This design comes from an exercise in tuning for small area, a short achievable clock period and few clock cycles per item on the open sky130 flow, not from production work. No functional check of the RTL was part of any run shown here. No activity file was given, so power comes from the tool's default toggle rates.

==> flow/design.v, too long to show whole: its modules and the start of the top module <==
// module gemm_top: 1540 lines
module gemm_top (
    input  logic           clk,
    input  logic           rst,
    input  logic           start,
    input  logic           p_wr_en,
    input  logic [1:0]     p_wr_addr,
    input  logic [31:0]    p_wr_data,
    input  logic           q_wr_en,
    input  logic [1:0]     q_wr_addr,
    input  logic [15:0]    q_wr_data,
    input  logic           r_wr_en,
    input  logic [1:0]     r_wr_addr,
    input  logic [127:0]   r_wr_data,
    input  logic           r_rd_en,
    input  logic [1:0]     r_rd_addr,
    output logic           busy,
    output logic           done,
    output logic [127:0]   c_out,
    output logic           c_valid
);
  // ...
==> flow/run.sh <==
#!/bin/bash
# synth_recipe.tcl (not shown) runs the flow's synth.tcl, then flattens the netlist and writes it again
# the make line also repeats each setting of config.mk as NAME=value (left out here)
make -C /OpenROAD-flow-scripts/flow DESIGN_CONFIG=/design/flow/config.mk WORK_HOME=/design/flow/orfs CLKGATE_MAP_FILE= SYNTH_SCRIPT=/design/flow/synth_recipe.tcl finish
==> flow/config.mk <==
export PLATFORM = sky130hd
export DESIGN_NAME = gemm_top
export DESIGN_NICKNAME = gemm_top
export VERILOG_FILES = /design/flow/design.v
export SDC_FILE = /design/flow/constraint.sdc
export NUM_CORES = 4
export LEC_CHECK = 0
export ABC_CLOCK_PERIOD_IN_PS = 2800
export CAP_MARGIN = 20
export CORE_MARGIN = 2
export CORE_UTILIZATION = 50
export SETUP_SLACK_MARGIN = 2.2
export SLEW_MARGIN = 20
==> flow/constraint.sdc <==
create_clock -name core_clock -period 5.0 [get_ports {clk}]
set_input_delay 1.0000 -clock core_clock [delete_from_list [all_inputs] [get_ports {clk}]]
set_output_delay 1.0000 -clock core_clock [all_outputs]
set_load 0.01 [all_outputs]
==> reports/qor.tcl, run 1 <==
set qor(run_status) {finished clean}
set qor(yosys.cell_types.count) 83
set qor(placeableCoreArea_um2) 116000
set qor(floorplan.initialDensity_pct) 50.33
set qor(routed_antenna_nets) 0
set qor(cellPowerDensity_nw_per_um2) 644.2
set qor(average_instance_area_after_synthesis_um2) 10.35
set qor(multi_input_logic_portion_of_the_cell_area_pct) 40.21
set qor(nonClockBufferCount) 581
set qor(worst_path_dominant_cell_family) {compound AO/OA/AOI/OAI gates}
set qor(route.vias.total) 43840
set qor(rr_startpoint) {cs_q_2_1_1}
set qor(timing.final.max_slew_violations) 0
set qor(first_iter_violations) 3524
set qor(critical_path.startpoint_type) {flip-flop}
set qor(setup.worst_path.class) {reg -> reg}
set qor(final.setup.worst_slack_ns) 1.590
set qor(utilization_pct) 61.05
set qor(power_leakage_nw) 27.11
set qor(timing_worst_slew_pin_value_ns) 0.8886
set qor(worstPathCellList) {inv_2 > fa_1 > inv_2 > buf_6 > ha_4 > a211oi_4 > o21bai_2 > o311ai_1 > buf_4 > a41o_4 > buf_6 > o211ai_1 > mux2i_1 > nand3_1}
set qor(area_share_clock_buf_inv_pct) 5.519
set qor(n_antenna_cell) 1
set qor(wl_met2_mm) 81.39
set qor(worst_setup_path_endpoint) {r_mem[1][88]}
set qor(final.hold.worst_slack_ns) 0.2931
set qor(endpoint_with_the_worst_hold_slack) {cs_q_1_1_1}
set qor(grt.met2_usage_pct) 46.07
set qor(post-route-cell-area_um2) 70840
set qor(cts-resized-gates) 348
set qor(layoutNonFillerInstCount) 7540
set qor(slowest_stage) {sky130_fd_sc_hd__fa_1}
set qor(achievable-frequency_ghz) 0.2932
set qor(multi_input_gates) 3785
set qor(grt.overflow.total) 0
set qor(numPortBuffers) 321
set qor(drt_pre_antenna_iters) 8
set qor(n_all_inverters) 321
set qor(critical_path.n_buffers_inverters) 5
set qor(die_width_um) 345.8
set qor(worst_ep_arrival_time_ns) 3.86
set qor(synth.top_cells.by_count) {sky130_fd_sc_hd__nand2_1 (963), sky130_fd_sc_hd__edfxtp_1 (704), sky130_fd_sc_hd__dfxtp_1 (402)}
set qor(cellInternalPower_w) 0.02765
==> run 2: changes to the inputs <==
--- a/flow/design.v
+++ b/flow/design.v
@@ -1124,160 +1124,39 @@
     assign s2x3_45 = 1'b1 ^ a1_q_3_10_0 ^ a1_q_3_10_1;
     assign s2x3_46 = (1'b1 & a1_q_3_10_0) | (1'b1 & a1_q_3_10_1) | (a1_q_3_10_0 & a1_q_3_10_1);
     assign s2x3_47 = s2x3_40 ^ s2x3_45 ^ s2x3_42;
     assign s2x3_48 = (s2x3_40 & s2x3_45) | (s2x3_40 & s2x3_42) | (s2x3_45 & s2x3_42);
     assign s2x3_49 = 1'b1 ^ a1_q_3_11_0 ^ a1_q_3_11_1;
     assign s2x3_50 = (1'b1 & a1_q_3_11_0) | (1'b1 & a1_q_3_11_1) | (a1_q_3_11_0 & a1_q_3_11_1);
     assign s2x3_51 = s2x3_46 ^ s2x3_49;
     assign s2x3_52 = s2x3_46 & s2x3_49;
-    logic cs_q_0_0_0, cs_q_0_0_1, cs_q_0_1_0, cs_q_0_1_1, cs_q_0_2_0, cs_q_0_2_1, cs_q_0_3_0, cs_q_0_3_1, cs_q_0_4_0, cs_q_0_4_1, cs_q_0_5_0, cs_q_0_5_1, cs_q_0_6_0, cs_q_0_6_1, cs_q_0_7_0, cs_q_0_7_1, cs_q_0_8_0, cs_q_0_8_1, cs_q_0_9_0, cs_q_0_9_1, cs_q_0_10_0, cs_q_0_10_1, cs_q_0_11_0, cs_q_0_11_1, cs_q_0_12_0, cs_q_0_12_1, cs_q_0_13_0, cs_q_1_0_0, cs_q_1_0_1, cs_q_1_1_0, cs_q_1_1_1, cs_q_1_2_0, cs_q_1_2_1, cs_q_1_3_0, cs_q_1_3_1, cs_q_1_4_0, cs_q_1_4_1, cs_q_1_5_0, cs_q_1_5_1, cs_q_1_6_0, cs_q_1_6_1, cs_q_1_7_0, cs_q_1_7_1, cs_q_1_8_0, cs_q_1_8_1, cs_q_1_9_0, cs_q_1_9_1, cs_q_1_10_0, cs_q_1_10_1, cs_q_1_11_0, cs_q_1_11_1, cs_q_1_12_0, cs_q_1_12_1, cs_q_1_13_0, cs_q_2_0_0, cs_q_2_0_1, cs_q_2_1_0, cs_q_2_1_1, cs_q_2_2_0, cs_q_2_2_1, cs_q_2_3_0, cs_q_2_3_1, cs_q_2_4_0, cs_q_2_4_1, cs_q_2_5_0, cs_q_2_5_1, cs_q_2_6_0, cs_q_2_6_1, cs_q_2_7_0, cs_q_2_7_1, cs_q_2_8_0, cs_q_2_8_1, cs_q_2_9_0, cs_q_2_9_1, cs_q_2_10_0, cs_q_2_10_1, cs_q_2_11_0, cs_q_2_11_1, cs_q_2_12_0, cs_q_2_12_1, cs_q_2_13_0, cs_q_3_0_0, cs_q_3_0_1, cs_q_3_1_0, cs_q_3_1_1, cs_q_3_2_0, cs_q_3_2_1, cs_q_3_3_0, cs_q_3_3_1, cs_q_3_4_0, cs_q_3_4_1, cs_q_3_5_0, cs_q_3_5_1, cs_q_3_6_0, cs_q_3_6_1, cs_q_3_7_0, cs_q_3_7_1, cs_q_3_8_0, cs_q_3_8_1, cs_q_3_9_0, cs_q_3_9_1, cs_q_3_10_0, cs_q_3_10_1, cs_q_3_11_0, cs_q_3_11_1, cs_q_3_12_0, cs_q_3_12_1, cs_q_3_13_0;
+    logic [14:0] u_q [4];
+    logic [14:0] sa0, sb0;
+    assign sa0 = {1'b0, 1'b1, s2x0_50, s2x0_51, s2x0_44, s2x0_38, s2x0_32, s2x0_26, s2x0_20, s2x0_17, s2x0_13, s2x0_5, s2x0_3, a1_q_0_1_0, a1_q_0_0_0};
+    assign sb0 = {1'b0, 1'b0, s2x0_52, s2x0_48, s2x0_47, s2x0_43, s2x0_37, s2x0_31, s2x0_25, s2x0_19, s2x0_11, s2x0_7, s2x0_1, a1_q_0_1_1, a1_q_0_0_1};
+    logic [14:0] sa1, sb1;
+    assign sa1 = {1'b0, 1'b1, s2x1_50, s2x1_51, s2x1_44, s2x1_38, s2x1_32, s2x1_26, s2x1_20, s2x1_17, s2x1_13, s2x1_5, s2x1_3, a1_q_1_1_0, a1_q_1_0_0};
+    assign sb1 = {1'b0, 1'b0, s2x1_52, s2x1_48, s2x1_47, s2x1_43, s2x1_37, s2x1_31, s2x1_25, s2x1_19, s2x1_11, s2x1_7, s2x1_1, a1_q_1_1_1, a1_q_1_0_1};
+    logic [14:0] sa2, sb2;
+    assign sa2 = {1'b0, 1'b1, s2x2_50, s2x2_51, s2x2_44, s2x2_38, s2x2_32, s2x2_26, s2x2_20, s2x2_17, s2x2_13, s2x2_5, s2x2_3, a1_q_2_1_0, a1_q_2_0_0};
+    assign sb2 = {1'b0, 1'b0, s2x2_52, s2x2_48, s2x2_47, s2x2_43, s2x2_37, s2x2_31, s2x2_25, s2x2_19, s2x2_11, s2x2_7, s2x2_1, a1_q_2_1_1, a1_q_2_0_1};
+    logic [14:0] sa3, sb3;
+    assign sa3 = {1'b0, 1'b1, s2x3_50, s2x3_51, s2x3_44, s2x3_38, s2x3_32, s2x3_26, s2x3_20, s2x3_17, s2x3_13, s2x3_5, s2x3_3, a1_q_3_1_0, a1_q_3_0_0};
+    assign sb3 = {1'b0, 1'b0, s2x3_52, s2x3_48, s2x3_47, s2x3_43, s2x3_37, s2x3_31, s2x3_25, s2x3_19, s2x3_11, s2x3_7, s2x3_1, a1_q_3_1_1, a1_q_3_0_1};
     always_ff @(posedge clk) begin
-        cs_q_0_0_0 <= a1_q_0_0_0;
-        cs_q_0_0_1 <= a1_q_0_0_1;
-        cs_q_0_1_0 <= a1_q_0_1_0;
-        cs_q_0_1_1 <= a1_q_0_1_1;
-        cs_q_0_2_0 <= s2x0_3;
-        cs_q_0_2_1 <= s2x0_1;
-        cs_q_0_3_0 <= s2x0_5;
-        cs_q_0_3_1 <= s2x0_7;
-        cs_q_0_4_0 <= s2x0_13;
-        cs_q_0_4_1 <= s2x0_11;
-        cs_q_0_5_0 <= s2x0_17;
-        cs_q_0_5_1 <= s2x0_19;
-        cs_q_0_6_0 <= s2x0_20;
-        cs_q_0_6_1 <= s2x0_25;
-        cs_q_0_7_0 <= s2x0_26;
-        cs_q_0_7_1 <= s2x0_31;
-        cs_q_0_8_0 <= s2x0_32;
-        cs_q_0_8_1 <= s2x0_37;
-        cs_q_0_9_0 <= s2x0_38;
-        cs_q_0_9_1 <= s2x0_43;
-        cs_q_0_10_0 <= s2x0_44;
-        cs_q_0_10_1 <= s2x0_47;
-        cs_q_0_11_0 <= s2x0_51;
-        cs_q_0_11_1 <= s2x0_48;
-        cs_q_0_12_0 <= s2x0_50;
-        cs_q_0_12_1 <= s2x0_52;
-        cs_q_0_13_0 <= 1'b1;
-        cs_q_1_0_0 <= a1_q_1_0_0;
-        cs_q_1_0_1 <= a1_q_1_0_1;
-        cs_q_1_1_0 <= a1_q_1_1_0;
-        cs_q_1_1_1 <= a1_q_1_1_1;
-        cs_q_1_2_0 <= s2x1_3;
-        cs_q_1_2_1 <= s2x1_1;
-        cs_q_1_3_0 <= s2x1_5;
-        cs_q_1_3_1 <= s2x1_7;
-        cs_q_1_4_0 <= s2x1_13;
-        cs_q_1_4_1 <= s2x1_11;
-        cs_q_1_5_0 <= s2x1_17;
-        cs_q_1_5_1 <= s2x1_19;
-        cs_q_1_6_0 <= s2x1_20;
-        cs_q_1_6_1 <= s2x1_25;
-        cs_q_1_7_0 <= s2x1_26;
-        cs_q_1_7_1 <= s2x1_31;
-        cs_q_1_8_0 <= s2x1_32;
-        cs_q_1_8_1 <= s2x1_37;
-        cs_q_1_9_0 <= s2x1_38;
-        cs_q_1_9_1 <= s2x1_43;
-        cs_q_1_10_0 <= s2x1_44;
-        cs_q_1_10_1 <= s2x1_47;
-        cs_q_1_11_0 <= s2x1_51;
-        cs_q_1_11_1 <= s2x1_48;
-        cs_q_1_12_0 <= s2x1_50;
-        cs_q_1_12_1 <= s2x1_52;
-        cs_q_1_13_0 <= 1'b1;
-        cs_q_2_0_0 <= a1_q_2_0_0;
-        cs_q_2_0_1 <= a1_q_2_0_1;
-        cs_q_2_1_0 <= a1_q_2_1_0;
-        cs_q_2_1_1 <= a1_q_2_1_1;
-        cs_q_2_2_0 <= s2x2_3;
-        cs_q_2_2_1 <= s2x2_1;
-        cs_q_2_3_0 <= s2x2_5;
-        cs_q_2_3_1 <= s2x2_7;
-        cs_q_2_4_0 <= s2x2_13;
-        cs_q_2_4_1 <= s2x2_11;
-        cs_q_2_5_0 <= s2x2_17;
-        cs_q_2_5_1 <= s2x2_19;
-        cs_q_2_6_0 <= s2x2_20;
-        cs_q_2_6_1 <= s2x2_25;
-        cs_q_2_7_0 <= s2x2_26;
-        cs_q_2_7_1 <= s2x2_31;
-        cs_q_2_8_0 <= s2x2_32;
-        cs_q_2_8_1 <= s2x2_37;
-        cs_q_2_9_0 <= s2x2_38;
-        cs_q_2_9_1 <= s2x2_43;
-        cs_q_2_10_0 <= s2x2_44;
-        cs_q_2_10_1 <= s2x2_47;
-        cs_q_2_11_0 <= s2x2_51;
-        cs_q_2_11_1 <= s2x2_48;
-        cs_q_2_12_0 <= s2x2_50;
-        cs_q_2_12_1 <= s2x2_52;
-        cs_q_2_13_0 <= 1'b1;
-        cs_q_3_0_0 <= a1_q_3_0_0;
-        cs_q_3_0_1 <= a1_q_3_0_1;
-        cs_q_3_1_0 <= a1_q_3_1_0;
-        cs_q_3_1_1 <= a1_q_3_1_1;
-        cs_q_3_2_0 <= s2x3_3;
-        cs_q_3_2_1 <= s2x3_1;
-        cs_q_3_3_0 <= s2x3_5;
-        cs_q_3_3_1 <= s2x3_7;
-        cs_q_3_4_0 <= s2x3_13;
-        cs_q_3_4_1 <= s2x3_11;
-        cs_q_3_5_0 <= s2x3_17;
-        cs_q_3_5_1 <= s2x3_19;
-        cs_q_3_6_0 <= s2x3_20;
-        cs_q_3_6_1 <= s2x3_25;
-        cs_q_3_7_0 <= s2x3_26;
-        cs_q_3_7_1 <= s2x3_31;
-        cs_q_3_8_0 <= s2x3_32;
-        cs_q_3_8_1 <= s2x3_37;
-        cs_q_3_9_0 <= s2x3_38;
-        cs_q_3_9_1 <= s2x3_43;
-        cs_q_3_10_0 <= s2x3_44;
-        cs_q_3_10_1 <= s2x3_47;
-        cs_q_3_11_0 <= s2x3_51;
-        cs_q_3_11_1 <= s2x3_48;
-        cs_q_3_12_0 <= s2x3_50;
-        cs_q_3_12_1 <= s2x3_52;
-        cs_q_3_13_0 <= 1'b1;
+        u_q[0] <= sa0 + sb0;
+        u_q[1] <= sa1 + sb1;
+        u_q[2] <= sa2 + sb2;
+        u_q[3] <= sa3 + sb3;
     end
     logic [127:0] wb_sum;
-    logic wbx0_1, wbx0_2, wbx0_3, wbx0_4, wbx0_5, wbx0_6, wbx0_7, wbx0_8, wbx0_9, wbx0_10, wbx0_11, wbx0_12, wbx0_13, wbx0_14, wbx0_15, wbx0_16, wbx0_17, wbx0_18, wbx0_19, wbx0_20, wbx0_21, wbx0_22, wbx0_23, wbx0_24, wbx0_25, wbx0_26, wbx0_27, wbx0_28;
-    assign wbx0_1 = cs_q_0_0_0 ^ cs_q_0_0_1;
-    assign wbx0_2 = cs_q_0_0_0 & cs_q_0_0_1;
-    assign wbx0_3 = cs_q_0_1_0 ^ cs_q_0_1_1 ^ rd_q[1];
-    assign wbx0_4 = (cs_q_0_1_0 & cs_q_0_1_1) | (cs_q_0_1_0 & rd_q[1]) | (cs_q_0_1_1 & rd_q[1]);
-    assign wbx0_5 = cs_q_0_2_0 ^ cs_q_0_2_1 ^ rd_q[2];
-    assign wbx0_6 = (cs_q_0_2_0 & cs_q_0_2_1) | (cs_q_0_2_0 & rd_q[2]) | (cs_q_0_2_1 & rd_q[2]);
-    assign wbx0_7 = cs_q_0_3_0 ^ cs_q_0_3_1 ^ rd_q[3];
-    assign wbx0_8 = (cs_q_0_3_0 & cs_q_0_3_1) | (cs_q_0_3_0 & rd_q[3]) | (cs_q_0_3_1 & rd_q[3]);
-    assign wbx0_9 = cs_q_0_4_0 ^ cs_q_0_4_1 ^ rd_q[4];
-    assign wbx0_10 = (cs_q_0_4_0 & cs_q_0_4_1) | (cs_q_0_4_0 & rd_q[4]) | (cs_q_0_4_1 & rd_q[4]);
-    assign wbx0_11 = cs_q_0_5_0 ^ cs_q_0_5_1 ^ rd_q[5];
-    assign wbx0_12 = (cs_q_0_5_0 & cs_q_0_5_1) | (cs_q_0_5_0 & rd_q[5]) | (cs_q_0_5_1 & rd_q[5]);
-    assign wbx0_13 = cs_q_0_6_0 ^ cs_q_0_6_1 ^ rd_q[6];
-    assign wbx0_14 = (cs_q_0_6_0 & cs_q_0_6_1) | (cs_q_0_6_0 & rd_q[6]) | (cs_q_0_6_1 & rd_q[6]);
-    assign wbx0_15 = cs_q_0_7_0 ^ cs_q_0_7_1 ^ rd_q[7];
-    assign wbx0_16 = (cs_q_0_7_0 & cs_q_0_7_1) | (cs_q_0_7_0 & rd_q[7]) | (cs_q_0_7_1 & rd_q[7]);
-    assign wbx0_17 = cs_q_0_8_0 ^ cs_q_0_8_1 ^ rd_q[8];
-    assign wbx0_18 = (cs_q_0_8_0 & cs_q_0_8_1) | (cs_q_0_8_0 & rd_q[8]) | (cs_q_0_8_1 & rd_q[8]);
-    assign wbx0_19 = cs_q_0_9_0 ^ cs_q_0_9_1 ^ rd_q[9];
-    assign wbx0_20 = (cs_q_0_9_0 & cs_q_0_9_1) | (cs_q_0_9_0 & rd_q[9]) | (cs_q_0_9_1 & rd_q[9]);
-    assign wbx0_21 = cs_q_0_10_0 ^ cs_q_0_10_1 ^ rd_q[10];
-    assign wbx0_22 = (cs_q_0_10_0 & cs_q_0_10_1) | (cs_q_0_10_0 & rd_q[10]) | (cs_q_0_10_1 & rd_q[10]);
-    assign wbx0_23 = cs_q_0_11_0 ^ cs_q_0_11_1 ^ rd_q[11];
-    assign wbx0_24 = (cs_q_0_11_0 & cs_q_0_11_1) | (cs_q_0_11_0 & rd_q[11]) | (cs_q_0_11_1 & rd_q[11]);
-    assign wbx0_25 = cs_q_0_12_0 ^ cs_q_0_12_1 ^ rd_q[12];
-    assign wbx0_26 = (cs_q_0_12_0 & cs_q_0_12_1) | (cs_q_0_12_0 & rd_q[12]) | (cs_q_0_12_1 & rd_q[12]);
-    assign wbx0_27 = cs_q_0_13_0 ^ rd_q[13];
-    assign wbx0_28 = cs_q_0_13_0 & rd_q[13];
     logic [15:0] t0, ra0, rb0;
-    assign ra0 = {1'b0, wbx0_28, wbx0_27, wbx0_24, wbx0_22, wbx0_20, wbx0_18, wbx0_16, wbx0_14, wbx0_12, wbx0_10, wbx0_8, wbx0_6, wbx0_4, wbx0_2, rd_q[0]};
-    assign rb0 = {1'b0, 1'b0, wbx0_26, wbx0_25, wbx0_23, wbx0_21, wbx0_19, wbx0_17, wbx0_15, wbx0_13, wbx0_11, wbx0_9, wbx0_7, wbx0_5, wbx0_3, wbx0_1};
+    assign ra0 = {1'b0, u_q[0][14], rd_q[13], rd_q[12], rd_q[11], rd_q[10], rd_q[9], rd_q[8], rd_q[7], rd_q[6], rd_q[5], rd_q[4], rd_q[3], rd_q[2], rd_q[1], rd_q[0]};
+    assign rb0 = {1'b0, 1'b0, u_q[0][13], u_q[0][12], u_q[0][11], u_q[0][10], u_q[0][9], u_q[0][8], u_q[0][7], u_q[0][6], u_q[0][5], u_q[0][4], u_q[0][3], u_q[0][2], u_q[0][1], u_q[0][0]};
     assign t0 = ra0 + rb0;
     logic [17:0] hi0, inc0, dec0;
     assign hi0 = rd_q[14+:18];
     assign inc0[0] = ~hi0[0];
     assign dec0[0] = ~hi0[0];
     assign inc0[1] = hi0[1] ^ (&hi0[0:0]);
     assign dec0[1] = hi0[1] ^ ~(|hi0[0:0]);
     assign inc0[2] = hi0[2] ^ (&hi0[1:0]);
@@ -1308,48 +1187,19 @@
     assign dec0[14] = hi0[14] ^ ~(|hi0[13:0]);
     assign inc0[15] = hi0[15] ^ (&hi0[14:0]);
     assign dec0[15] = hi0[15] ^ ~(|hi0[14:0]);
     assign inc0[16] = hi0[16] ^ (&hi0[15:0]);
     assign dec0[16] = hi0[16] ^ ~(|hi0[15:0]);
     assign inc0[17] = hi0[17] ^ (&hi0[16:0]);
     assign dec0[17] = hi0[17] ^ ~(|hi0[16:0]);
     assign wb_sum[0+:32] = {t0[15] ? inc0 : (t0[14] ? hi0 : dec0), t0[13:0]};
-    logic wbx1_1, wbx1_2, wbx1_3, wbx1_4, wbx1_5, wbx1_6, wbx1_7, wbx1_8, wbx1_9, wbx1_10, wbx1_11, wbx1_12, wbx1_13, wbx1_14, wbx1_15, wbx1_16, wbx1_17, wbx1_18, wbx1_19, wbx1_20, wbx1_21, wbx1_22, wbx1_23, wbx1_24, wbx1_25, wbx1_26, wbx1_27, wbx1_28;
-    assign wbx1_1 = cs_q_1_0_0 ^ cs_q_1_0_1;
-    assign wbx1_2 = cs_q_1_0_0 & cs_q_1_0_1;
-    assign wbx1_3 = cs_q_1_1_0 ^ cs_q_1_1_1 ^ rd_q[33];
-    assign wbx1_4 = (cs_q_1_1_0 & cs_q_1_1_1) | (cs_q_1_1_0 & rd_q[33]) | (cs_q_1_1_1 & rd_q[33]);
-    assign wbx1_5 = cs_q_1_2_0 ^ cs_q_1_2_1 ^ rd_q[34];
-    assign wbx1_6 = (cs_q_1_2_0 & cs_q_1_2_1) | (cs_q_1_2_0 & rd_q[34]) | (cs_q_1_2_1 & rd_q[34]);
-    assign wbx1_7 = cs_q_1_3_0 ^ cs_q_1_3_1 ^ rd_q[35];
-    assign wbx1_8 = (cs_q_1_3_0 & cs_q_1_3_1) | (cs_q_1_3_0 & rd_q[35]) | (cs_q_1_3_1 & rd_q[35]);
-    assign wbx1_9 = cs_q_1_4_0 ^ cs_q_1_4_1 ^ rd_q[36];
-    assign wbx1_10 = (cs_q_1_4_0 & cs_q_1_4_1) | (cs_q_1_4_0 & rd_q[36]) | (cs_q_1_4_1 & rd_q[36]);
-    assign wbx1_11 = cs_q_1_5_0 ^ cs_q_1_5_1 ^ rd_q[37];
-    assign wbx1_12 = (cs_q_1_5_0 & cs_q_1_5_1) | (cs_q_1_5_0 & rd_q[37]) | (cs_q_1_5_1 & rd_q[37]);
-    assign wbx1_13 = cs_q_1_6_0 ^ cs_q_1_6_1 ^ rd_q[38];
-    assign wbx1_14 = (cs_q_1_6_0 & cs_q_1_6_1) | (cs_q_1_6_0 & rd_q[38]) | (cs_q_1_6_1 & rd_q[38]);
-    assign wbx1_15 = cs_q_1_7_0 ^ cs_q_1_7_1 ^ rd_q[39];
-    assign wbx1_16 = (cs_q_1_7_0 & cs_q_1_7_1) | (cs_q_1_7_0 & rd_q[39]) | (cs_q_1_7_1 & rd_q[39]);
-    assign wbx1_17 = cs_q_1_8_0 ^ cs_q_1_8_1 ^ rd_q[40];
-    assign wbx1_18 = (cs_q_1_8_0 & cs_q_1_8_1) | (cs_q_1_8_0 & rd_q[40]) | (cs_q_1_8_1 & rd_q[40]);
-    assign wbx1_19 = cs_q_1_9_0 ^ cs_q_1_9_1 ^ rd_q[41];
-    assign wbx1_20 = (cs_q_1_9_0 & cs_q_1_9_1) | (cs_q_1_9_0 & rd_q[41]) | (cs_q_1_9_1 & rd_q[41]);
-    assign wbx1_21 = cs_q_1_10_0 ^ cs_q_1_10_1 ^ rd_q[42];
-    assign wbx1_22 = (cs_q_1_10_0 & cs_q_1_10_1) | (cs_q_1_10_0 & rd_q[42]) | (cs_q_1_10_1 & rd_q[42]);
-    assign wbx1_23 = cs_q_1_11_0 ^ cs_q_1_11_1 ^ rd_q[43];
-    assign wbx1_24 = (cs_q_1_11_0 & cs_q_1_11_1) | (cs_q_1_11_0 & rd_q[43]) | (cs_q_1_11_1 & rd_q[43]);
-    assign wbx1_25 = cs_q_1_12_0 ^ cs_q_1_12_1 ^ rd_q[44];
-    assign wbx1_26 = (cs_q_1_12_0 & cs_q_1_12_1) | (cs_q_1_12_0 & rd_q[44]) | (cs_q_1_12_1 & rd_q[44]);
-    assign wbx1_27 = cs_q_1_13_0 ^ rd_q[45];
-    assign wbx1_28 = cs_q_1_13_0 & rd_q[45];
     logic [15:0] t1, ra1, rb1;
-    assign ra1 = {1'b0, wbx1_28, wbx1_27, wbx1_24, wbx1_22, wbx1_20, wbx1_18, wbx1_16, wbx1_14, wbx1_12, wbx1_10, wbx1_8, wbx1_6, wbx1_4, wbx1_2, rd_q[32]};
-    assign rb1 = {1'b0, 1'b0, wbx1_26, wbx1_25, wbx1_23, wbx1_21, wbx1_19, wbx1_17, wbx1_15, wbx1_13, wbx1_11, wbx1_9, wbx1_7, wbx1_5, wbx1_3, wbx1_1};
+    assign ra1 = {1'b0, u_q[1][14], rd_q[45], rd_q[44], rd_q[43], rd_q[42], rd_q[41], rd_q[40], rd_q[39], rd_q[38], rd_q[37], rd_q[36], rd_q[35], rd_q[34], rd_q[33], rd_q[32]};
+    assign rb1 = {1'b0, 1'b0, u_q[1][13], u_q[1][12], u_q[1][11], u_q[1][10], u_q[1][9], u_q[1][8], u_q[1][7], u_q[1][6], u_q[1][5], u_q[1][4], u_q[1][3], u_q[1][2], u_q[1][1], u_q[1][0]};
     assign t1 = ra1 + rb1;
     logic [17:0] hi1, inc1, dec1;
     assign hi1 = rd_q[46+:18];
     assign inc1[0] = ~hi1[0];
     assign dec1[0] = ~hi1[0];
     assign inc1[1] = hi1[1] ^ (&hi1[0:0]);
     assign dec1[1] = hi1[1] ^ ~(|hi1[0:0]);
     assign inc1[2] = hi1[2] ^ (&hi1[1:0]);
@@ -1380,48 +1230,19 @@
     assign dec1[14] = hi1[14] ^ ~(|hi1[13:0]);
     assign inc1[15] = hi1[15] ^ (&hi1[14:0]);
     assign dec1[15] = hi1[15] ^ ~(|hi1[14:0]);
     assign inc1[16] = hi1[16] ^ (&hi1[15:0]);
     assign dec1[16] = hi1[16] ^ ~(|hi1[15:0]);
     assign inc1[17] = hi1[17] ^ (&hi1[16:0]);
     assign dec1[17] = hi1[17] ^ ~(|hi1[16:0]);
     assign wb_sum[32+:32] = {t1[15] ? inc1 : (t1[14] ? hi1 : dec1), t1[13:0]};
-    logic wbx2_1, wbx2_2, wbx2_3, wbx2_4, wbx2_5, wbx2_6, wbx2_7, wbx2_8, wbx2_9, wbx2_10, wbx2_11, wbx2_12, wbx2_13, wbx2_14, wbx2_15, wbx2_16, wbx2_17, wbx2_18, wbx2_19, wbx2_20, wbx2_21, wbx2_22, wbx2_23, wbx2_24, wbx2_25, wbx2_26, wbx2_27, wbx2_28;
-    assign wbx2_1 = cs_q_2_0_0 ^ cs_q_2_0_1;
-    assign wbx2_2 = cs_q_2_0_0 & cs_q_2_0_1;
-    assign wbx2_3 = cs_q_2_1_0 ^ cs_q_2_1_1 ^ rd_q[65];
-    assign wbx2_4 = (cs_q_2_1_0 & cs_q_2_1_1) | (cs_q_2_1_0 & rd_q[65]) | (cs_q_2_1_1 & rd_q[65]);
-    assign wbx2_5 = cs_q_2_2_0 ^ cs_q_2_2_1 ^ rd_q[66];
-    assign wbx2_6 = (cs_q_2_2_0 & cs_q_2_2_1) | (cs_q_2_2_0 & rd_q[66]) | (cs_q_2_2_1 & rd_q[66]);
-    assign wbx2_7 = cs_q_2_3_0 ^ cs_q_2_3_1 ^ rd_q[67];
-    assign wbx2_8 = (cs_q_2_3_0 & cs_q_2_3_1) | (cs_q_2_3_0 & rd_q[67]) | (cs_q_2_3_1 & rd_q[67]);
-    assign wbx2_9 = cs_q_2_4_0 ^ cs_q_2_4_1 ^ rd_q[68];
-    assign wbx2_10 = (cs_q_2_4_0 & cs_q_2_4_1) | (cs_q_2_4_0 & rd_q[68]) | (cs_q_2_4_1 & rd_q[68]);
-    assign wbx2_11 = cs_q_2_5_0 ^ cs_q_2_5_1 ^ rd_q[69];
-    assign wbx2_12 = (cs_q_2_5_0 & cs_q_2_5_1) | (cs_q_2_5_0 & rd_q[69]) | (cs_q_2_5_1 & rd_q[69]);
-    assign wbx2_13 = cs_q_2_6_0 ^ cs_q_2_6_1 ^ rd_q[70];
-    assign wbx2_14 = (cs_q_2_6_0 & cs_q_2_6_1) | (cs_q_2_6_0 & rd_q[70]) | (cs_q_2_6_1 & rd_q[70]);
-    assign wbx2_15 = cs_q_2_7_0 ^ cs_q_2_7_1 ^ rd_q[71];
-    assign wbx2_16 = (cs_q_2_7_0 & cs_q_2_7_1) | (cs_q_2_7_0 & rd_q[71]) | (cs_q_2_7_1 & rd_q[71]);
-    assign wbx2_17 = cs_q_2_8_0 ^ cs_q_2_8_1 ^ rd_q[72];
-    assign wbx2_18 = (cs_q_2_8_0 & cs_q_2_8_1) | (cs_q_2_8_0 & rd_q[72]) | (cs_q_2_8_1 & rd_q[72]);
-    assign wbx2_19 = cs_q_2_9_0 ^ cs_q_2_9_1 ^ rd_q[73];
-    assign wbx2_20 = (cs_q_2_9_0 & cs_q_2_9_1) | (cs_q_2_9_0 & rd_q[73]) | (cs_q_2_9_1 & rd_q[73]);
-    assign wbx2_21 = cs_q_2_10_0 ^ cs_q_2_10_1 ^ rd_q[74];
-    assign wbx2_22 = (cs_q_2_10_0 & cs_q_2_10_1) | (cs_q_2_10_0 & rd_q[74]) | (cs_q_2_10_1 & rd_q[74]);
-    assign wbx2_23 = cs_q_2_11_0 ^ cs_q_2_11_1 ^ rd_q[75];
-    assign wbx2_24 = (cs_q_2_11_0 & cs_q_2_11_1) | (cs_q_2_11_0 & rd_q[75]) | (cs_q_2_11_1 & rd_q[75]);
-    assign wbx2_25 = cs_q_2_12_0 ^ cs_q_2_12_1 ^ rd_q[76];
-    assign wbx2_26 = (cs_q_2_12_0 & cs_q_2_12_1) | (cs_q_2_12_0 & rd_q[76]) | (cs_q_2_12_1 & rd_q[76]);
-    assign wbx2_27 = cs_q_2_13_0 ^ rd_q[77];
-    assign wbx2_28 = cs_q_2_13_0 & rd_q[77];
     logic [15:0] t2, ra2, rb2;
-    assign ra2 = {1'b0, wbx2_28, wbx2_27, wbx2_24, wbx2_22, wbx2_20, wbx2_18, wbx2_16, wbx2_14, wbx2_12, wbx2_10, wbx2_8, wbx2_6, wbx2_4, wbx2_2, rd_q[64]};
-    assign rb2 = {1'b0, 1'b0, wbx2_26, wbx2_25, wbx2_23, wbx2_21, wbx2_19, wbx2_17, wbx2_15, wbx2_13, wbx2_11, wbx2_9, wbx2_7, wbx2_5, wbx2_3, wbx2_1};
+    assign ra2 = {1'b0, u_q[2][14], rd_q[77], rd_q[76], rd_q[75], rd_q[74], rd_q[73], rd_q[72], rd_q[71], rd_q[70], rd_q[69], rd_q[68], rd_q[67], rd_q[66], rd_q[65], rd_q[64]};
+    assign rb2 = {1'b0, 1'b0, u_q[2][13], u_q[2][12], u_q[2][11], u_q[2][10], u_q[2][9], u_q[2][8], u_q[2][7], u_q[2][6], u_q[2][5], u_q[2][4], u_q[2][3], u_q[2][2], u_q[2][1], u_q[2][0]};
     assign t2 = ra2 + rb2;
     logic [17:0] hi2, inc2, dec2;
     assign hi2 = rd_q[78+:18];
     assign inc2[0] = ~hi2[0];
     assign dec2[0] = ~hi2[0];
     assign inc2[1] = hi2[1] ^ (&hi2[0:0]);
     assign dec2[1] = hi2[1] ^ ~(|hi2[0:0]);
     assign inc2[2] = hi2[2] ^ (&hi2[1:0]);
@@ -1452,48 +1273,19 @@
     assign dec2[14] = hi2[14] ^ ~(|hi2[13:0]);
     assign inc2[15] = hi2[15] ^ (&hi2[14:0]);
     assign dec2[15] = hi2[15] ^ ~(|hi2[14:0]);
     assign inc2[16] = hi2[16] ^ (&hi2[15:0]);
     assign dec2[16] = hi2[16] ^ ~(|hi2[15:0]);
     assign inc2[17] = hi2[17] ^ (&hi2[16:0]);
     assign dec2[17] = hi2[17] ^ ~(|hi2[16:0]);
     assign wb_sum[64+:32] = {t2[15] ? inc2 : (t2[14] ? hi2 : dec2), t2[13:0]};
-    logic wbx3_1, wbx3_2, wbx3_3, wbx3_4, wbx3_5, wbx3_6, wbx3_7, wbx3_8, wbx3_9, wbx3_10, wbx3_11, wbx3_12, wbx3_13, wbx3_14, wbx3_15, wbx3_16, wbx3_17, wbx3_18, wbx3_19, wbx3_20, wbx3_21, wbx3_22, wbx3_23, wbx3_24, wbx3_25, wbx3_26, wbx3_27, wbx3_28;
-    assign wbx3_1 = cs_q_3_0_0 ^ cs_q_3_0_1;
-    assign wbx3_2 = cs_q_3_0_0 & cs_q_3_0_1;
-    assign wbx3_3 = cs_q_3_1_0 ^ cs_q_3_1_1 ^ rd_q[97];
-    assign wbx3_4 = (cs_q_3_1_0 & cs_q_3_1_1) | (cs_q_3_1_0 & rd_q[97]) | (cs_q_3_1_1 & rd_q[97]);
-    assign wbx3_5 = cs_q_3_2_0 ^ cs_q_3_2_1 ^ rd_q[98];
-    assign wbx3_6 = (cs_q_3_2_0 & cs_q_3_2_1) | (cs_q_3_2_0 & rd_q[98]) | (cs_q_3_2_1 & rd_q[98]);
-    assign wbx3_7 = cs_q_3_3_0 ^ cs_q_3_3_1 ^ rd_q[99];
-    assign wbx3_8 = (cs_q_3_3_0 & cs_q_3_3_1) | (cs_q_3_3_0 & rd_q[99]) | (cs_q_3_3_1 & rd_q[99]);
-    assign wbx3_9 = cs_q_3_4_0 ^ cs_q_3_4_1 ^ rd_q[100];
-    assign wbx3_10 = (cs_q_3_4_0 & cs_q_3_4_1) | (cs_q_3_4_0 & rd_q[100]) | (cs_q_3_4_1 & rd_q[100]);
-    assign wbx3_11 = cs_q_3_5_0 ^ cs_q_3_5_1 ^ rd_q[101];
-    assign wbx3_12 = (cs_q_3_5_0 & cs_q_3_5_1) | (cs_q_3_5_0 & rd_q[101]) | (cs_q_3_5_1 & rd_q[101]);
-    assign wbx3_13 = cs_q_3_6_0 ^ cs_q_3_6_1 ^ rd_q[102];
-    assign wbx3_14 = (cs_q_3_6_0 & cs_q_3_6_1) | (cs_q_3_6_0 & rd_q[102]) | (cs_q_3_6_1 & rd_q[102]);
-    assign wbx3_15 = cs_q_3_7_0 ^ cs_q_3_7_1 ^ rd_q[103];
-    assign wbx3_16 = (cs_q_3_7_0 & cs_q_3_7_1) | (cs_q_3_7_0 & rd_q[103]) | (cs_q_3_7_1 & rd_q[103]);
-    assign wbx3_17 = cs_q_3_8_0 ^ cs_q_3_8_1 ^ rd_q[104];
-    assign wbx3_18 = (cs_q_3_8_0 & cs_q_3_8_1) | (cs_q_3_8_0 & rd_q[104]) | (cs_q_3_8_1 & rd_q[104]);
-    assign wbx3_19 = cs_q_3_9_0 ^ cs_q_3_9_1 ^ rd_q[105];
-    assign wbx3_20 = (cs_q_3_9_0 & cs_q_3_9_1) | (cs_q_3_9_0 & rd_q[105]) | (cs_q_3_9_1 & rd_q[105]);
-    assign wbx3_21 = cs_q_3_10_0 ^ cs_q_3_10_1 ^ rd_q[106];
-    assign wbx3_22 = (cs_q_3_10_0 & cs_q_3_10_1) | (cs_q_3_10_0 & rd_q[106]) | (cs_q_3_10_1 & rd_q[106]);
-    assign wbx3_23 = cs_q_3_11_0 ^ cs_q_3_11_1 ^ rd_q[107];
-    assign wbx3_24 = (cs_q_3_11_0 & cs_q_3_11_1) | (cs_q_3_11_0 & rd_q[107]) | (cs_q_3_11_1 & rd_q[107]);
-    assign wbx3_25 = cs_q_3_12_0 ^ cs_q_3_12_1 ^ rd_q[108];
-    assign wbx3_26 = (cs_q_3_12_0 & cs_q_3_12_1) | (cs_q_3_12_0 & rd_q[108]) | (cs_q_3_12_1 & rd_q[108]);
-    assign wbx3_27 = cs_q_3_13_0 ^ rd_q[109];
-    assign wbx3_28 = cs_q_3_13_0 & rd_q[109];
     logic [15:0] t3, ra3, rb3;
-    assign ra3 = {1'b0, wbx3_28, wbx3_27, wbx3_24, wbx3_22, wbx3_20, wbx3_18, wbx3_16, wbx3_14, wbx3_12, wbx3_10, wbx3_8, wbx3_6, wbx3_4, wbx3_2, rd_q[96]};
-    assign rb3 = {1'b0, 1'b0, wbx3_26, wbx3_25, wbx3_23, wbx3_21, wbx3_19, wbx3_17, wbx3_15, wbx3_13, wbx3_11, wbx3_9, wbx3_7, wbx3_5, wbx3_3, wbx3_1};
+    assign ra3 = {1'b0, u_q[3][14], rd_q[109], rd_q[108], rd_q[107], rd_q[106], rd_q[105], rd_q[104], rd_q[103], rd_q[102], rd_q[101], rd_q[100], rd_q[99], rd_q[98], rd_q[97], rd_q[96]};
+    assign rb3 = {1'b0, 1'b0, u_q[3][13], u_q[3][12], u_q[3][11], u_q[3][10], u_q[3][9], u_q[3][8], u_q[3][7], u_q[3][6], u_q[3][5], u_q[3][4], u_q[3][3], u_q[3][2], u_q[3][1], u_q[3][0]};
     assign t3 = ra3 + rb3;
     logic [17:0] hi3, inc3, dec3;
     assign hi3 = rd_q[110+:18];
     assign inc3[0] = ~hi3[0];
     assign dec3[0] = ~hi3[0];
     assign inc3[1] = hi3[1] ^ (&hi3[0:0]);
     assign dec3[1] = hi3[1] ^ ~(|hi3[0:0]);
     assign inc3[2] = hi3[2] ^ (&hi3[1:0]);
==> run 2 against run 1 <==
Still clean. First-iteration DRC count increased by 5.2%. Die area down 3.0%. Routed wire length shrank 4.4%. Worst setup slack improved by 0.24 ns. Highest routed layer is now met4. Sequential power is 5% lower. Global-route usage fell by 0.34 points. Cell count fell by 2.4%. Total power rose by 14%. Largest power group unchanged. Largest cell class unchanged. Fmax rose by 7.7%. Sequential share of layout area down 1.0 points. Critical path depth stayed put. Synthesized cell count shrank 5.0%.
==> reports/qor.tcl, run 2 <==
set qor(run_status) {finished clean}
set qor(layout.nets) 6374
set qor(cellPowerDensity_nw_per_um2) 738.1 ;# +15%
set qor(min_period_ns) 3.166
set qor(average_instance_area_after_synthesis_um2) 10.56 ;# +2.0%
set qor(place.detailed.instances) 6906
set qor(cp_slowest_stage_delay_ns) 0.36
set qor(multiInputGateArea_um2) 28370
set qor(routabilityCongestion) 0.9088
set qor(synth_async_sr_flop_share_pct) 0
set qor(viasPerCell) 5.739
set qor(slowest_stage) {sky130_fd_sc_hd__fa_2}
set qor(place_area_um2) 61530
set qor(ctsHoldBuffers) 0
set qor(synth_area_leader_cell) {sky130_fd_sc_hd__edfxtp_1}
set qor(final.period_utilization_pct) 63.32
set qor(worst_clock_skew_ns) 0.02248
set qor(clkTransAtPathRegs_ns) 0.06
set qor(placeableCoreArea_um2) 112300 ;# -3.2%
set qor(rsz0062_at_grt) {yes}
set qor(xor_xnor_portion_of_the_synthesized_cell_area_pct) 2.103
set qor(avgRoutedWirePerCell_um) 22.44
set qor(yosys.cell_types.count) 82 ;# -1.2%
set qor(synth.yosys.seq_area_share_pct) 49.99
set qor(cp_max_fo) 7
set qor(synthSimpleGateAreaFrac_pct) 13.48
set qor(synthAdderAreaFrac_pct) 12.28
set qor(achievable-frequency_ghz) 0.3158 ;# +7.7%
set qor(final_cell_mix) {sky130_fd_sc_hd__nand2_1 (1031), sky130_fd_sc_hd__edfxtp_1 (704), sky130_fd_sc_hd__inv_1 (328)}
set qor(grt_pass1_wl_mm) 246.6
set qor(synth.top_cells.by_count) {sky130_fd_sc_hd__nand2_1 (1048), sky130_fd_sc_hd__edfxtp_1 (704), sky130_fd_sc_hd__dfxtp_1 (358)}
set qor(die-area_um2) 116000
set qor(postSynthNetCount) 5978
set qor(syn_inst_count) 5365
set qor(pin_count_of_the_biggest_net_entering_global_routing) 82
set qor(cts_inserted_buffers) 112
set qor(setup_viol) 0
set qor(layout_commonest_cell) {sky130_fd_sc_hd__nand2_1}
set qor(power_leakage_nw) 28.02 ;# +3.4%
set qor(max_cap_viol_count) 0
set qor(grt_antenna_before_repair) 4
set qor(count_of_flip_flops_with_a_built_in_enable_after_synthesis) 704
set qor(final.setup.tns_ns) 0
set qor(worst-endpoint-required_ns) 5.55
set qor(row_count) 123
set qor(post-synth-top-count-cell) {sky130_fd_sc_hd__nand2_1}
set qor(slew_headroom_pct) 30.26
set qor(r2r_setup_slack_ns) 1.83
set qor(synth_top_family_by_area) {simple AND/OR/NAND/NOR gates}
set qor(syn-cell-area_um2) 56630
set qor(drive_above_1_share_pct) 18.90
set qor(yosys_register_bits) 1062
set qor(tritoncts) {built}
set qor(sequential_cell_area_um2) 28410
set qor(largest_reg_flops) 512
set qor(maxUsedRoutingLayer) {met4}
set qor(largest-register) {r_mem}
set qor(clock_latency_ns) 0.72
set qor(layout-area-overhead-vs-synth_pct) 24.24
set qor(fill_cells) 9098
set qor(met1_length_mm) 67.44
set qor(htree_num_levels) 3
set qor(worstPathCellList) {ha_4 > inv_2 > fa_2 > nor2b_2 > o31a_1 > o21ai_4 > o311a_4 > a211oi_4 > buf_6 > buf_8 > buf_6 > mux2i_1 > mux2i_1 > a21oi_2}
set qor(cts.path.max_buffers) 3
set qor(wirelength_mm) 165.2
set qor(top_flip_flop_cell_by_instance_count_after_synthesis) {sky130_fd_sc_hd__edfxtp_1}
set qor(io-pin-count) 322
set qor(endpoint_kind) {flip-flop}
set qor(timing.final.max_slew_violations) 0 ;# unchanged
set qor(hold_violations) 0
set qor(layoutNonFillerInstCount) 7362 ;# -2.4%
set qor(synth_top_area_share_pct) 37.33
set qor(hold_class) {reg -> reg}
set qor(drc_errors) 0
set qor(setup.worst_path.class) {reg -> reg}
set qor(worst_ep_arrival_time_ns) 3.71 ;# -0.15 ns
set qor(die_width_um) 340.5 ;# -1.5%
set qor(reg_top3) {r_mem (512), p_mem (128), rd_q (128)}
set qor(synthTopCellsByArea) {sky130_fd_sc_hd__edfxtp_1 (37%), sky130_fd_sc_hd__dfxtp_1 (13%), sky130_fd_sc_hd__fa_1 (7.8%), sky130_fd_sc_hd__nand2_1 (6.9%), sky130_fd_sc_hd__ha_1 (4.5%)}
set qor(route.vias.total) 42250 ;# -3.6%
set qor(utilization_pct) 62.63 ;# +1.6 points
set qor(timing_worst_slew_pin_value_ns) 1.046 ;# +0.1574 ns
set qor(clock_tree.root_cell) {sky130_fd_sc_hd__clkbuf_16}
set qor(numPortBuffers) 321 ;# unchanged
set qor(dpl.hpwl_mm) 110.9
set qor(floorplan.initialDensity_pct) 50.41 ;# +0.082 points
set qor(max-vdd-ir-drop_uv) 904.0
set qor(drt_pre_antenna_iters) 7 ;# -1
set qor(count_of_yosys_warnings_during_synthesis) 5
set qor(route.met3.wl_mm) 10.33
set qor(globalRouteTotalUtil_pct) 27.67
set qor(final.hold.worst_slack_ns) 0.4538 ;# +0.1606 ns
set qor(wl_met2_mm) 79.53 ;# -2.3%
set qor(first_iter_violations) 3706 ;# +5.2%
set qor(cts_sinks) 1062
set qor(synth_compound_area_share_pct) 12.82
set qor(die_y_um) 340.5
set qor(grt_pass1_vias) 40870
set qor(critical_path.startpoint_type) {flip-flop}
set qor(post-route-cell-area_um2) 70360 ;# -0.69%
set qor(grt.overflow.total) 0 ;# unchanged
set qor(mux_contribution_to_synthesized_area_pct) 3.942
set qor(routed_antenna_nets) 0 ;# unchanged
## run 2: layout make-up
cell class	count	share of cell area, %
inverters	358	1.917
flip-flops and latches	1062	40.38
multi-input cells	3559	40.33
clock buffers	152	4.519
repair buffers	668	9.148
clock inverters	62	1.037
well taps	1500	2.668
diodes	1	0.003557
## run 2: metrics by stage
stage                     power (W)  setup WS, ns
after floorplan             0.02888        0.1564
after global placement      0.03519         1.240
after detailed placement    0.03540         1.180
after CTS                   0.04930         1.867
after global routing        0.05545         1.732
final                       0.05193         1.834
## run 2: worst max-delay path: cells and delay by family (launching register included)
kind | cells | cell delay, ns
adder cells (fa/ha/maj) | 2 | 0.49
multiplexers | 2 | 0.32
AO/OA/AOI/OAI | 5 | 1.28
buffers and inverters | 4 | 0.42
AND/OR/NAND/NOR | 1 | 0.14
flip-flops | 1 | 0.35
## run 2: routing by layer
metal	track usage, %	up-vias
met5	0	-
met4	13.08	0
met3	3.654	341
met2	46.07	1466
met1	35.93	20790
li1	-	19660
## run 2: worst paths after layout
kind,startpoint,endpoint,cells after the start
worst max-delay path,rd_q[0],r_mem[3][30],14
worst min-delay path,a1_q_0_0_1,u_q[0][0],1
worst max register to register,rd_q[0],r_mem[3][30],14
worst min register to register,a1_q_0_0_1,u_q[0][0],1
## run 2: cell families (layout without fill, tap and decap cells)
logic type | Yosys count | after routing
simple gates | 1707 | 1710
mux | 214 | 214
buf+inv | 752 | 1240
compound gates | 1070 | 1075
other cells | 0 | 1
flops | 1062 | 1062
fa+ha+maj | 424 | 424
xor+xnor | 136 | 136
## run 2: repair_timing
item / 4_1_cts / 5_1_grt
setup buffers: 148 / 81
gates cloned: 8 / 4
resized for setup: 438 / 265
pin swaps: 157 / 145
endpoints found under the setup margin: 969 / 529
## run 2: power by group
| part | total, W | switching, W | internal (W) | leakage (nW) |
|---|---|---|---|---|
| combinational | 0.0304 | 0.0158 | 0.0146 | 16.5 |
| sequential | 0.0128 | 0.00115 | 0.0117 | 9.58 |
| clock | 0.00871 | 0.00356 | 0.00515 | 1.90 |
| total | 0.0519 | 0.0205 | 0.0314 | 28.0 |

==> afterwards: timing with drivers on the ports <==
No port has a modelled driver above. Below, the same layouts with a new extraction and two added sets of constraints. Step 1: set_driving_cell puts a clkbuf_16 on clk and a buf_2 on each other input, an assumption about the parent block. Step 2, shift: input delay + t, output delay - t, t = (earliest + latest rising clock arrival at the registers) / 2. This alone moves slack from input paths to output paths. Three values: ideal ports, drivers, drivers and shift; two values: the first two.
run | shift t [ns] | slack for setup (ns) | hold slack, ns | worst register clock-pin slew, ns | worst slew at a driven data input, ns
run 1 | 0.802 | 1.590 / 1.590 / 1.456 | 0.293 / 0.293 / 0.293 | 0.07 / 0.07 | 0.14
run 2 | 0.778 | 1.834 / 1.834 / 1.539 | 0.454 / 0.454 / 0.454 | 0.06 / 0.06 | 0.11
After both steps setup and hold are still met in every run listed. For run 2, which loses most, drivers alone change the setup slack by 0.000 ns; drivers and shift together by -0.295 ns.
